Context: an optimization exercise on an open-source flow, tuned for small area, a short achievable clock period and few clock cycles. The choices shown serve that exercise and are no tape-out recipe.
Power is estimated from default activity; no workload was simulated.

==> inputs of 11-27 <==
==> flow/design.v <==
package dls_pkg;
    localparam int MAX_TASKS_DEF   = 16;
    localparam int DELAY_WIDTH_DEF = 16;
    localparam int ID_W       = 4;
    localparam int NUM_IDS    = 16;
    localparam int KIND_W     = 2;
    localparam int DELAY_IN_W = 16;
    localparam int STATUS_W   = 2;
    localparam int S_DATA_W   = 24;
    localparam int M_DATA_W   = 8;
    localparam logic [KIND_W-1:0] KIND_ADD    = 2'd0;
    localparam logic [KIND_W-1:0] KIND_REMOVE = 2'd1;
    localparam logic [KIND_W-1:0] KIND_TICK   = 2'd2;
    localparam logic [KIND_W-1:0] KIND_NOP    = 2'd3;
    localparam logic [STATUS_W-1:0] ST_DONE      = 2'd0;
    localparam logic [STATUS_W-1:0] ST_ZERO      = 2'd1;
    localparam logic [STATUS_W-1:0] ST_NOT_FOUND = 2'd2;
    localparam logic [STATUS_W-1:0] ST_WAITING   = 2'd3;
endpackage
module dls_cell #(
    parameter int DELAY_WIDTH = dls_pkg::DELAY_WIDTH_DEF
) (
    input  logic                   i_clk,
    input  logic                   i_add,
    input  logic                   i_one,
    input  logic                   i_we,
    input  logic [DELAY_WIDTH-1:0] i_due,
    input  logic                   i_two,
    input  logic                   i_move,
    input  logic [DELAY_WIDTH-1:0] i_now,
    output logic                   o_hit
);
    logic [DELAY_WIDTH-1:0] r_due;
    logic                   r_hit;
    always_ff @(posedge i_clk) begin
        if (i_we) begin
            r_due <= i_due;
        end
        if (i_add) begin
            r_hit <= i_one;
        end else if (i_move) begin
            r_hit <= i_we ? i_two : (r_due == i_now);
        end
    end
    assign o_hit = r_hit;
endmodule
module dls_ctrl (
    input  logic                               i_clk,
    input  logic                               i_rst_n,
    output logic                               s_tready,
    input  logic                               i_busy_next,    
    input  logic                               i_push,
    input  logic [dls_pkg::M_DATA_W:0]         i_push_word,    
    output logic                               o_room,
    output logic                               m_tvalid,
    input  logic                               m_tready,
    output logic [dls_pkg::M_DATA_W:0]         m_word
);
    logic                           r_ready;
    logic                           r_v0, r_v1;
    logic [dls_pkg::M_DATA_W:0]     r_q0, r_q1;
    logic                           pop, v0_n, v1_n;
    assign pop    = r_v0 && m_tready;
    assign o_room = !r_v1;
    always_comb begin
        v0_n = r_v0;
        v1_n = r_v1;
        if (pop) begin
            v0_n = r_v1 || i_push;
            v1_n = 1'b0;
        end else if (i_push) begin
            v0_n = 1'b1;
            v1_n = r_v0;
        end
    end
    always_ff @(posedge i_clk) begin
        if (!i_rst_n) begin
            r_v0    <= 1'b0;
            r_v1    <= 1'b0;
            r_ready <= 1'b1;
        end else begin
            r_v0    <= v0_n;
            r_v1    <= v1_n;
            r_ready <= !v1_n && !i_busy_next;
        end
        if (pop) begin
            r_q0 <= r_v1 ? r_q1 : i_push_word;
        end else if (!r_v0) begin
            r_q0 <= i_push_word;
        end
        if (i_push && r_v0 && !pop) begin
            r_q1 <= i_push_word;
        end
    end
    assign s_tready = r_ready;
    assign m_tvalid = r_v0;
    assign m_word   = r_q0;
endmodule
module delta_list_sleep_queue #(
    parameter int MAX_TASKS   = dls_pkg::MAX_TASKS_DEF,
    parameter int DELAY_WIDTH = dls_pkg::DELAY_WIDTH_DEF
) (
    input  logic                            i_clk,
    input  logic                            i_rst_n,
    input  logic                            s_tvalid,
    output logic                            s_tready,
    input  logic [dls_pkg::S_DATA_W-1:0]    s_tdata,    
    input  logic [dls_pkg::KIND_W-1:0]      s_tuser,    
    output logic                            m_tvalid,
    input  logic                            m_tready,
    output logic [dls_pkg::M_DATA_W-1:0]    m_tdata,    
    output logic                            m_tlast
);
    localparam int IW = dls_pkg::ID_W;
    logic [dls_pkg::KIND_W-1:0]     in_kind;
    logic [IW-1:0]                  in_id;
    logic [DELAY_WIDTH-1:0]         in_delay;
    logic                           room;
    logic                           push;
    logic [dls_pkg::M_DATA_W:0]     push_word;
    logic [dls_pkg::M_DATA_W:0]     m_word;
    logic                           r_rel;        
    logic [MAX_TASKS-1:0]           r_wait;       
    logic [DELAY_WIDTH-1:0]         r_now;        
    logic                           r_st_valid;
    logic [IW-1:0]                  r_st_id;
    logic [DELAY_WIDTH-1:0]         r_st_delay;
    logic [MAX_TASKS-1:0]           hit, due, rest, first, set, clr;
    logic [DELAY_WIDTH-1:0]         new_due;
    logic                           take, is_add, is_rem, is_tick;
    logic                           add_ok, rem_ok, releasing, last, rel_n, moved;
    logic [IW-1:0]                  rel_id;
    logic [dls_pkg::STATUS_W-1:0]   status;
    assign in_kind  = s_tuser;
    assign in_id    = s_tdata[3:0];
    assign in_delay = s_tdata[19:4];
    dls_ctrl u_ctrl (
        .i_clk       (i_clk),
        .i_rst_n     (i_rst_n),
        .s_tready    (s_tready),
        .i_busy_next (rel_n),
        .i_push      (push),
        .i_push_word (push_word),
        .o_room      (room),
        .m_tvalid    (m_tvalid),
        .m_tready    (m_tready),
        .m_word      (m_word)
    );
    assign {m_tdata, m_tlast} = m_word;
    assign new_due = r_now + r_st_delay - DELAY_WIDTH'(2);
    for (genvar g = 0; g < MAX_TASKS; g++) begin : g_slot
        dls_cell #(
            .DELAY_WIDTH (DELAY_WIDTH)
        ) u_cell (
            .i_clk  (i_clk),
            .i_add  (set[g]),
            .i_one  (in_delay == DELAY_WIDTH'(1)),
            .i_we   (r_st_valid && (r_st_id == IW'(g))),
            .i_due  (new_due),
            .i_two  (r_st_delay == DELAY_WIDTH'(2)),
            .i_move (moved),
            .i_now  (r_now),
            .o_hit  (hit[g])
        );
    end
    assign take    = s_tvalid && s_tready;
    assign is_add  = take && (in_kind == dls_pkg::KIND_ADD);
    assign is_rem  = take && (in_kind == dls_pkg::KIND_REMOVE);
    assign is_tick = take && (in_kind == dls_pkg::KIND_TICK);
    assign add_ok  = (in_delay != '0) && !r_wait[in_id];
    assign rem_ok  = r_wait[in_id];
    assign due = r_wait & hit;
    always_comb begin
        logic below;
        below = 1'b0;
        for (int i = 0; i < MAX_TASKS; i++) begin
            first[i] = due[i] && !below;
            rest[i]  = due[i] && below;
            below    = below || due[i];
        end
    end
    always_comb begin
        rel_id = '0;
        for (int i = 0; i < MAX_TASKS; i++) begin
            if (first[i]) rel_id = rel_id | IW'(i);
        end
    end
    assign releasing = (r_rel && room) || (is_tick && (due != '0));
    assign last      = (rest == '0);
    assign moved     = (is_tick && (due == '0)) || (releasing && last);
    assign rel_n     = releasing ? !last : r_rel;
    always_comb begin
        for (int i = 0; i < MAX_TASKS; i++) begin
            set[i] = is_add && add_ok && (in_id == IW'(i));
            clr[i] = (is_rem && (in_id == IW'(i))) || (releasing && first[i]);
        end
    end
    always_comb begin
        if (in_kind == dls_pkg::KIND_ADD) begin
            status = (in_delay == '0) ? dls_pkg::ST_ZERO :
                     r_wait[in_id]    ? dls_pkg::ST_WAITING : dls_pkg::ST_DONE;
        end else if (in_kind == dls_pkg::KIND_REMOVE) begin
            status = rem_ok ? dls_pkg::ST_DONE : dls_pkg::ST_NOT_FOUND;
        end else begin
            status = dls_pkg::ST_DONE;
        end
    end
    assign push = releasing || (take && (in_kind != dls_pkg::KIND_NOP));
    assign push_word = releasing ? {last, rel_id, 1'b1, dls_pkg::ST_DONE, last}
                                 : {1'b0, {IW{1'b0}}, 1'b0, status, 1'b1};
    always_ff @(posedge i_clk) begin
        if (!i_rst_n) begin
            r_rel      <= 1'b0;
            r_wait     <= '0;
            r_now      <= '0;
            r_st_valid <= 1'b0;
        end else begin
            r_rel      <= rel_n;
            r_wait     <= (r_wait & ~clr) | set;
            r_st_valid <= is_add && add_ok;
            if (moved) begin
                r_now <= r_now + DELAY_WIDTH'(1);
            end
        end
        r_st_id    <= in_id;
        r_st_delay <= in_delay;
    end
endmodule
==> flow/run.sh <==
#!/bin/bash
# synth_recipe.tcl (not shown) runs the flow's synth.tcl, then flattens the netlist and writes it again
# the make line also repeats each setting of config.mk as NAME=value (left out here)
make -C /OpenROAD-flow-scripts/flow DESIGN_CONFIG=/design/flow/config.mk WORK_HOME=/design/flow/orfs CLKGATE_MAP_FILE= SYNTH_SCRIPT=/design/flow/synth_recipe.tcl finish
==> flow/config.mk <==
export PLATFORM = sky130hd
export DESIGN_NAME = delta_list_sleep_queue
export DESIGN_NICKNAME = delta_list_sleep_queue
export VERILOG_FILES = /design/flow/design.v
export SDC_FILE = /design/flow/constraint.sdc
export NUM_CORES = 4
export LEC_CHECK = 0
export ABC_AREA = 1
export CAP_MARGIN = 20
export CORE_MARGIN = 2
export CORE_UTILIZATION = 55
export SETUP_SLACK_MARGIN = 4.5
export SLEW_MARGIN = 20
==> flow/constraint.sdc <==
create_clock -name core_clock -period 7.0 [get_ports {i_clk}]
set_input_delay 1.4000 -clock core_clock [delete_from_list [all_inputs] [get_ports {i_clk}]]
set_output_delay 1.4000 -clock core_clock [all_outputs]
set_load 0.01 [all_outputs]
==> 03-21 (differences from 11-27) <==
--- a/flow/design.v
+++ b/flow/design.v
@@ -123,8 +123,20 @@
     logic [MAX_TASKS-1:0]           r_wait;       
     logic [DELAY_WIDTH-1:0]         r_now;        
+    localparam int LO_W = DELAY_WIDTH / 2;
+    localparam int HI_W = DELAY_WIDTH - LO_W;
     logic                           r_st_valid;
     logic [IW-1:0]                  r_st_id;
-    logic [DELAY_WIDTH-1:0]         r_st_delay;
-    logic [MAX_TASKS-1:0]           hit, due, rest, first, set, clr;
+    logic [LO_W-1:0]                r_st_lo;      
+    logic                           r_st_carry;   
+    logic [HI_W-1:0]                r_st_dhi;     
+    logic                           r_st_dtop;    
+    logic                           r_st_two;     
+    logic [DELAY_WIDTH-1:0]         cs_s, cs_c;
+    logic [LO_W-1:0]                due_lo;
+    logic                           lo_carry;
+    logic [HI_W-1:0]                due_hi, hi_s, hi_c;
+    logic [HI_W:0]                  hi_sum;
+    logic [MAX_TASKS-1:0]           hit, due, rest, first, set, clr, id_hit;
+    logic                           id_wait;
     logic [DELAY_WIDTH-1:0]         new_due;
     logic                           take, is_add, is_rem, is_tick;
@@ -148,5 +160,14 @@
     );
     assign {m_tdata, m_tlast} = m_word;
-    assign new_due = r_now + r_st_delay - DELAY_WIDTH'(2);
+    assign cs_s = ~(r_now ^ in_delay) ^ DELAY_WIDTH'(1);
+    assign cs_c = {(r_now[DELAY_WIDTH-1:1] | in_delay[DELAY_WIDTH-1:1]),
+                   (r_now[0] & in_delay[0])};
+    assign {lo_carry, due_lo} = {1'b0, cs_s[LO_W-1:0]} + {1'b0, cs_c[LO_W-2:0], 1'b0};
+    assign hi_s    = ~(r_now[DELAY_WIDTH-1:LO_W] ^ r_st_dhi);
+    assign hi_c    = {(r_now[DELAY_WIDTH-2:LO_W] | r_st_dhi[HI_W-2:0]),
+                      (r_now[LO_W-1] | r_st_dtop)};
+    assign due_hi  = hi_sum[HI_W:1];
+    assign hi_sum  = {hi_s, 1'b1} + {hi_c, r_st_carry};
+    assign new_due = {due_hi, r_st_lo};
     for (genvar g = 0; g < MAX_TASKS; g++) begin : g_slot
         dls_cell #(
@@ -158,5 +179,5 @@
             .i_we   (r_st_valid && (r_st_id == IW'(g))),
             .i_due  (new_due),
-            .i_two  (r_st_delay == DELAY_WIDTH'(2)),
+            .i_two  (r_st_two),
             .i_move (moved),
             .i_now  (r_now),
@@ -168,6 +189,8 @@
     assign is_rem  = take && (in_kind == dls_pkg::KIND_REMOVE);
     assign is_tick = take && (in_kind == dls_pkg::KIND_TICK);
-    assign add_ok  = (in_delay != '0) && !r_wait[in_id];
-    assign rem_ok  = r_wait[in_id];
+    assign id_hit   = MAX_TASKS'(1) << in_id;
+    assign id_wait  = |(id_hit & r_wait);
+    assign add_ok   = (in_delay != '0) && !id_wait;
+    assign rem_ok   = id_wait;
     assign due = r_wait & hit;
     always_comb begin
@@ -192,6 +215,6 @@
     always_comb begin
         for (int i = 0; i < MAX_TASKS; i++) begin
-            set[i] = is_add && add_ok && (in_id == IW'(i));
-            clr[i] = (is_rem && (in_id == IW'(i))) || (releasing && first[i]);
+            set[i] = is_add && (in_delay != '0) && id_hit[i] && !r_wait[i];
+            clr[i] = (is_rem && id_hit[i]) || (releasing && first[i]);
         end
     end
@@ -199,5 +222,5 @@
         if (in_kind == dls_pkg::KIND_ADD) begin
             status = (in_delay == '0) ? dls_pkg::ST_ZERO :
-                     r_wait[in_id]    ? dls_pkg::ST_WAITING : dls_pkg::ST_DONE;
+                     id_wait          ? dls_pkg::ST_WAITING : dls_pkg::ST_DONE;
         end else if (in_kind == dls_pkg::KIND_REMOVE) begin
             status = rem_ok ? dls_pkg::ST_DONE : dls_pkg::ST_NOT_FOUND;
@@ -218,5 +241,5 @@
             r_rel      <= rel_n;
             r_wait     <= (r_wait & ~clr) | set;
-            r_st_valid <= is_add && add_ok;
+            r_st_valid <= |set;
             if (moved) begin
                 r_now <= r_now + DELAY_WIDTH'(1);
@@ -224,5 +247,9 @@
         end
         r_st_id    <= in_id;
-        r_st_delay <= in_delay;
+        r_st_lo    <= due_lo;
+        r_st_carry <= lo_carry;
+        r_st_dhi   <= in_delay[DELAY_WIDTH-1:LO_W];
+        r_st_dtop  <= in_delay[LO_W-1];
+        r_st_two   <= (in_delay == DELAY_WIDTH'(2));
     end
 endmodule
ABC_AREA = default   (was 1)
CORE_UTILIZATION = 60   (was 55)
CTS_BUF_LIST = sky130_fd_sc_hd__clkbuf_8   (was default)
SETUP_SLACK_MARGIN = 4.0   (was 4.5)
==> qor summary <==
Post-synthesis net count: 03-21 1,335; 11-27 1,628
Crit Path Category: 03-21 primary input to register; 11-27 register to register
Critical Path End: 03-21 r_now[10]$_SDFFE_PN0P_; 11-27 g_slot[9].u_cell.r_due[15]$_DFFE_PP_
Data required time at the worst endpoint: 03-21 7.52 ns; 11-27 7.38 ns
Outcome: 03-21 complete, no violations; 11-27 complete, no violations
Filler cells: 03-21 1,801; 11-27 2,060
Setup skew after layout: 03-21 0.0323 ns; 11-27 0.0243 ns
Xor/xnor cell area share of the yosys netlist: 03-21 14.8%; 11-27 11.3%
Worst ir drop on vdd: 03-21 0.000177 V; 11-27 0.000241 V
Leak Pwr: 03-21 0.00764 uW; 11-27 0.00807 uW
Library cells used by synthesis: 03-21 59; 11-27 46
Sequential fraction of total cell area: 03-21 52.3%; 11-27 46.1%
Total number of clock tree sinks: 03-21 350; 11-27 347
Total chip power: 03-21 4310 uW; 11-27 4780 uW
Resized cells post-CTS: 03-21 94; 11-27 259
Share of cell area taken by multi-input logic gates: 03-21 33.0%; 11-27 34.2%
Function was not checked in any run of this note: the RTL went through the layout flow alone.

[afterwards: timing with drivers on the ports]
In the flow no input, the clock included, has a driving cell. The finished layouts below were timed again as built, in two steps.
Step 1 sets driving cells, clkbuf_16 on the clock port and buf_2 on the other inputs (assumed; they add their load-dependent delay and slew).
Step 2, shift: input delay + t, output delay - t, t = (earliest + latest rising clock arrival at the registers) / 2. This alone moves slack from input paths to output paths.
Three values: no drivers, after step 1, after step 2; two values: the first two.
run	t, ns	slack for setup (ns)	worst setup path at the end	latest minus earliest clock arrival (ns)	slew at the worst register clock pin (ns)
11-27	0.570	4.270 / 4.270 / 3.875	input to register	0.024 / 0.024	0.06 / 0.06
03-21	0.619	3.960 / 3.980 / 3.362	input to register	0.032 / 0.033	0.07 / 0.07
After both steps every run listed still meets setup and hold. For 03-21, which loses most, drivers alone change the setup slack by +0.020 ns; drivers and shift together by -0.598 ns.
